From an optimization exercise on the open Yosys and OpenROAD flow, aimed at small area and a short achievable clock period; shortcuts taken in it are not production practice. RTL that was checked went through simulation tests only; none was proved equivalent to the original. The clock port is modelled as an ideal driver; clocking choices that lean on that would not hold on a real chip.

== run 1 ==
// fmultiplier
module fmultiplier (
  input  logic        clk,
  input  logic        reset_n,
  input  logic [31:0] A,
  input  logic [31:0] B,
  output logic [31:0] result,
  output logic        exception
);
Size: roughly 2100 cells after synthesis, ~99 I/O pins, ~21000 µm² of cells after synthesis.
Settings: LEC_CHECK=0, CAP_MARGIN=20, CORE_MARGIN=2, CORE_UTILIZATION=65, CTS_BUF_LIST=sky130_fd_sc_hd__clkbuf_4 sky130_fd_sc_hd__clkbuf_8, PLACE_DENSITY=0.75, SETUP_SLACK_MARGIN=5, SLEW_MARGIN=20; clock period 10.0 ns.
standard.sh (not shown) runs the stock make flow with config.mk's settings and CLKGATE_MAP_FILE= SYNTH_SCRIPT=/design/flow/synth_recipe.tcl, a recipe that flattens the netlist after the stock synthesis.
==> flow/flow/run.sh <==
#!/bin/bash
# Own layout flow: the standard layout (standard.sh), with the synthesis
# script changed by flow/mksynth.sh (the design's full/half-adder modules mapped
# onto the library's adder cells; no early abc -fast) and with Yosys's own
# full-adder extraction off (ADDER_MAP_FILE empty), since the design's adders
# are already cells. Extra make variables, if any, come from flow/make_args
# (@W@ there stands for this work folder).
# Registers, their names and all steps after synthesis are the standard flow's.
set -euo pipefail
W=$PWD
bash flow/mksynth.sh "$W/synth_recipe.tcl" "$W" > flow_mksynth.log 2>&1
sed -e "s#$W/synth_recipe.tcl#$W/flow_synth.tcl#" standard.sh > flow_standard.sh
grep -q flow_synth.tcl flow_standard.sh
args=(ADDER_MAP_FILE=)
if [[ -f flow/make_args ]]; then
  while read -r a; do [[ -n "$a" ]] && args+=("${a//@W@/$W}"); done < flow/make_args
fi
echo "make args: ${args[*]}" > flow_make.log
bash flow_standard.sh "${args[@]}" finish >> flow_make.log 2>&1
==> flow/flow/make_args <==
BUFFER_PORTS_ARGS=-buffer_cell sky130_fd_sc_hd__buf_4
POST_CTS_TCL=@W@/flow/skew.tcl
SKIP_CTS_REPAIR_TIMING=1
SKEW_CELLS=sky130_fd_sc_hd__clkdlybuf4s50_1 sky130_fd_sc_hd__clkbuf_8
SKEW_LEAF=sky130_fd_sc_hd__clkbuf_8
Other scripts of this flow, unchanged in this note and not shown: flow/flow/mksynth.sh, flow/flow/skew.tcl
[run 1] flow finished | final checks: failed | reasons: negative hold slack
What run 2 does differently from run 1 at the input level:
==> flow/flow/run.sh <==
#!/bin/bash
# Own layout flow: the standard layout (standard.sh) with these changes:
#  - synthesis (flow/mksynth.sh): the design's fmul_fa / fmul_ha modules become
#    the library's full / half adder cells, Yosys's synth skips its early
#    "abc -fast", and Yosys's own adder extraction is off (ADDER_MAP_FILE
#    empty), since the design's adders are already cells;
#  - extra make variables from flow/make_args (@W@ there stands for this work
#    folder): the port buffer cell, and flow/skew.tcl as the step after clock
#    tree synthesis, which clocks the output registers from a delayed branch of
#    the clock tree (useful skew for the paths between the two register
#    stages; the outputs' own paths keep ample slack).
# Registers and their names are the standard synthesis's; every other step is
# the standard flow's. Each tool's log stays under orfs/logs/, the make output
# in flow_make.log.
set -euo pipefail
W=$PWD
bash flow/mksynth.sh "$W/synth_recipe.tcl" "$W" > flow_mksynth.log 2>&1
sed -e "s#$W/synth_recipe.tcl#$W/flow_synth.tcl#" standard.sh > flow_standard.sh
grep -q flow_synth.tcl flow_standard.sh
args=(ADDER_MAP_FILE=)
if [[ -f flow/make_args ]]; then
  while read -r a; do [[ -n "$a" ]] && args+=("${a//@W@/$W}"); done < flow/make_args
fi
echo "make args: ${args[*]}" > flow_make.log
bash flow_standard.sh "${args[@]}" finish >> flow_make.log 2>&1
==> flow/flow/make_args <==
BUFFER_PORTS_ARGS=-buffer_cell sky130_fd_sc_hd__buf_4
POST_CTS_TCL=@W@/flow/skew.tcl
SKIP_CTS_REPAIR_TIMING=1
REMOVE_ABC_BUFFERS=1
SKEW_CELLS=sky130_fd_sc_hd__clkdlybuf4s50_1 sky130_fd_sc_hd__clkbuf_8
SKEW_LEAF=sky130_fd_sc_hd__clkbuf_8
SETUP_SLACK_MARGIN=5.3
diff --git a/flow/config.mk b/flow/config.mk
--- a/flow/config.mk
+++ b/flow/config.mk
@@ -10,4 +10,5 @@
 export CORE_UTILIZATION = 65
 export CTS_BUF_LIST = sky130_fd_sc_hd__clkbuf_4 sky130_fd_sc_hd__clkbuf_8
+export HOLD_SLACK_MARGIN = 0.15
 export PLACE_DENSITY = 0.75
 export SETUP_SLACK_MARGIN = 5
### Flow results
Run 2: no failed stages, no open violations at the end. Run 2 — synthesis-to-layout area growth 0.58 points higher, run 1 as reference. [compare] base=run 1 new=run 2: actual slew at the worst max-slew pin has decreased; final instance area has increased.
Input changes introduced in run 3 (baseline for comparison: run 2):
==> flow/flow/run.sh <==
#!/bin/bash
# Own layout flow: the standard layout (standard.sh), with the synthesis
# script changed by flow/mksynth.sh (the design's full/half-adder modules mapped
# onto the library's adder cells; no early abc -fast) and with Yosys's own
# full-adder extraction off (ADDER_MAP_FILE empty), since the design's adders
# are already cells. Extra make variables, if any, come from flow/make_args
# (@W@ there stands for this work folder).
# Registers, their names and all steps after synthesis are the standard flow's.
set -euo pipefail
W=$PWD
bash flow/mksynth.sh "$W/synth_recipe.tcl" "$W" > flow_mksynth.log 2>&1
sed -e "s#$W/synth_recipe.tcl#$W/flow_synth.tcl#" standard.sh > flow_standard.sh
grep -q flow_synth.tcl flow_standard.sh
args=(ADDER_MAP_FILE=)
if [[ -f flow/make_args ]]; then
  while read -r a; do [[ -n "$a" ]] && args+=("${a//@W@/$W}"); done < flow/make_args
fi
echo "make args: ${args[*]}" > flow_make.log
bash flow_standard.sh "${args[@]}" finish >> flow_make.log 2>&1
==> flow/flow/make_args <==
BUFFER_PORTS_ARGS=-buffer_cell sky130_fd_sc_hd__buf_4
POST_CTS_TCL=@W@/flow/skew.tcl
SKIP_CTS_REPAIR_TIMING=1
SKEW_CELLS=sky130_fd_sc_hd__clkdlybuf4s50_1 sky130_fd_sc_hd__dlygate4sd1_1 sky130_fd_sc_hd__clkbuf_8
SKEW_LEAF=sky130_fd_sc_hd__clkbuf_8
diff --git a/flow/config.mk b/flow/config.mk
--- a/flow/config.mk
+++ b/flow/config.mk
@@ -10,5 +10,4 @@
 export CORE_UTILIZATION = 65
 export CTS_BUF_LIST = sky130_fd_sc_hd__clkbuf_4 sky130_fd_sc_hd__clkbuf_8
-export HOLD_SLACK_MARGIN = 0.15
 export PLACE_DENSITY = 0.75
 export SETUP_SLACK_MARGIN = 5
Run 3: all stages done; final checks FAILED (negative hold slack). Run 3 ended up with sky130_fd_sc_hd__dlygate4sd3_1 as its worst-path cell with the longest stage delay; run 2 ended up with sky130_fd_sc_hd__fa_1. Run 3 gives less global-route usage than run 2 did. Delta (run 3 minus run 2): fraction of area in registers comparable, share of layout cells above drive strength 1 now smaller.

---

== the reference run ==
fmultiplier, a different RTL version from the one above (not shown whole).
For scale: about 2100 cells after synthesis, roughly 160 flip-flops, ~99 I/O pins, ~0.021 mm^2 of cells after synthesis.
## fmultiplier
module fmultiplier (
  input  logic        clk,
  input  logic        reset_n,
  input  logic [31:0] A,
  input  logic [31:0] B,
  output logic [31:0] result,
  output logic        exception
);
clock: 10.0 ns
lec_check: 0
cap_margin: 20
core_margin: 2
core_utilization: 55
place_density: 0.7
setup_slack_margin: 4
slew_margin: 20
==> flow/flow/run.sh <==
#!/bin/bash
# Own layout flow: the standard layout (standard.sh), with the synthesis
# script changed by flow/mksynth.sh (full-adder modules mapped to the library's
# full-adder cell; no early abc -fast). Registers, their names and all steps
# after synthesis are the standard flow's.
set -euo pipefail
W=$PWD
bash flow/mksynth.sh "$W/synth_recipe.tcl" "$W" > flow_mksynth.log 2>&1
sed -e "s#$W/synth_recipe.tcl#$W/flow_synth.tcl#" standard.sh > flow_standard.sh
grep -q flow_synth.tcl flow_standard.sh
bash flow_standard.sh finish > flow_make.log 2>&1
==> flow/flow/mksynth.sh <==
#!/bin/bash
# usage: mksynth.sh FLOW_SYNTH_TCL OUTDIR
# Writes OUTDIR/flow_synth.tcl and OUTDIR/flow_synth_core.tcl: the standard flow's synthesis
# script (ORFS synthesis without fsm/share, then flatten and rename) with two
# changes: each fmul_fa / fmul_ha instance of the design becomes the library's
# full / half adder cell (the modules have the cells' pin names and functions),
# and Yosys's synth runs without its early "abc -fast" pass.
set -euo pipefail
src=$1; out=$2
core=$out/flow_synth_core.tcl
awk -v fa="${FA_CELL:-sky130_fd_sc_hd__fa_1}" '
  { print }
  /^hierarchy -check -top \$::env\(DESIGN_NAME\)$/ && !done {
    print "# map the design'"'"'s full-adder modules onto the library cell"
    print "chtype -map fmul_fa " fa
    print "chtype -map fmul_ha sky130_fd_sc_hd__ha_1"
    print "read_liberty -overwrite -setattr liberty_cell -lib {*}$::env(LIB_FILES)"
    print "hierarchy -check -top $::env(DESIGN_NAME)"
    done = 1
  }' "$FLOW_HOME/scripts/synth.tcl" > "$core"
grep -q "chtype -map fmul_fa" "$core"
sed -e 's/yosys synth -nofsm -noshare /yosys synth -nofsm -noshare -noabc /' \
    -e "s#source \$::env(SCRIPTS_DIR)/synth.tcl#source $core#" "$src" > "$out/flow_synth.tcl"
grep -q -- "-noabc" "$out/flow_synth.tcl"
grep -q "$core" "$out/flow_synth.tcl"
[inputs] the trial run vs the reference run
==> flow/flow/run.sh <==
#!/bin/bash
# Own layout flow: the standard layout (standard.sh), with the synthesis
# script changed by flow/mksynth.sh (the design's full/half-adder modules mapped
# onto the library's adder cells; no early abc -fast) and with Yosys's own
# full-adder extraction off (ADDER_MAP_FILE empty), since the design's adders
# are already cells. Extra make variables, if any, come from flow/make_args.
# Registers, their names and all steps after synthesis are the standard flow's.
set -euo pipefail
W=$PWD
bash flow/mksynth.sh "$W/synth_recipe.tcl" "$W" > flow_mksynth.log 2>&1
sed -e "s#$W/synth_recipe.tcl#$W/flow_synth.tcl#" standard.sh > flow_standard.sh
grep -q flow_synth.tcl flow_standard.sh
args=(ADDER_MAP_FILE=)
if [[ -f flow/make_args ]]; then
  while read -r a; do [[ -n "$a" ]] && args+=("$a"); done < flow/make_args
fi
echo "make args: ${args[*]}" > flow_make.log
bash flow_standard.sh "${args[@]}" finish >> flow_make.log 2>&1
### Flow results
Delta (the trial run minus the reference run): routed metal-1 wirelength +0.86%; adder and majority cell fraction of the synthesized area lower; sequential fraction of the synthesis area held steady; die area fell by 340 um^2. Area after synthesis went down slightly going from the reference run to the trial run. met4 as the top routing layer in use was reported by the trial run, and met5 by the reference run. Relative to the reference run, the count of clock-buffer cells in the layout measured on the trial run has decreased by a little under 10%. Delta(number of standard cells after synthesis, the trial run - the reference run) > 0. ~same sequential share of layout area in the reference run and the trial run.
No run of this note included a check of the RTL's function; only the layout flow was run.

-- static timing again, ports no longer ideal --
No port has a modelled driver above. Below, the same layouts with a new extraction and two added sets of constraints.
Step 1 (the two cells are an assumption about what drives the block):
set clk [get_ports {clk}]
set_driving_cell -lib_cell sky130_fd_sc_hd__clkbuf_16 $clk
set_driving_cell -lib_cell sky130_fd_sc_hd__buf_2 [delete_from_list [all_inputs] $clk]
Step 2, shift: input delay + t, output delay - t, t = (earliest + latest rising clock arrival at the registers) / 2. This alone moves slack from input paths to output paths.
Slacks: ideal ports / drivers / drivers and shift; pairs: ideal ports / drivers.
| run | t, ns | setup slack, ns | worst hold slack (ns) | worst setup path at the end | latest minus earliest clock arrival (ns) |
|---|---|---|---|---|---|
| run 1 | 0.853 | 5.320 / 5.338 / 4.486 | -0.055 / -0.055 / -0.055 | input to register | 0.673 / 0.673 |
| run 2 | 0.817 | 5.288 / 5.303 / 4.486 | 0.159 / 0.159 / 0.159 | input to register | 0.642 / 0.642 |
| run 3 | 0.946 | 5.225 / 5.225 / 4.412 | -0.034 / -0.034 / -0.034 | input to register | 0.867 / 0.867 |
| the reference run | 0.509 | 4.338 / 4.338 / 4.335 | 0.470 / 0.470 / 0.470 | input to register | 0.013 / 0.014 |
| the trial run | 0.490 | 4.232 / 4.232 / 4.232 | 0.484 / 0.484 / 0.484 | register to register | 0.014 / 0.014 |
Clock arrivals are far apart in run 1, run 2 and run 3, so t is only a midpoint there and step 2 fits no single register. For run 1, which loses most, drivers alone change the setup slack by +0.018 ns; drivers and shift together by -0.834 ns.
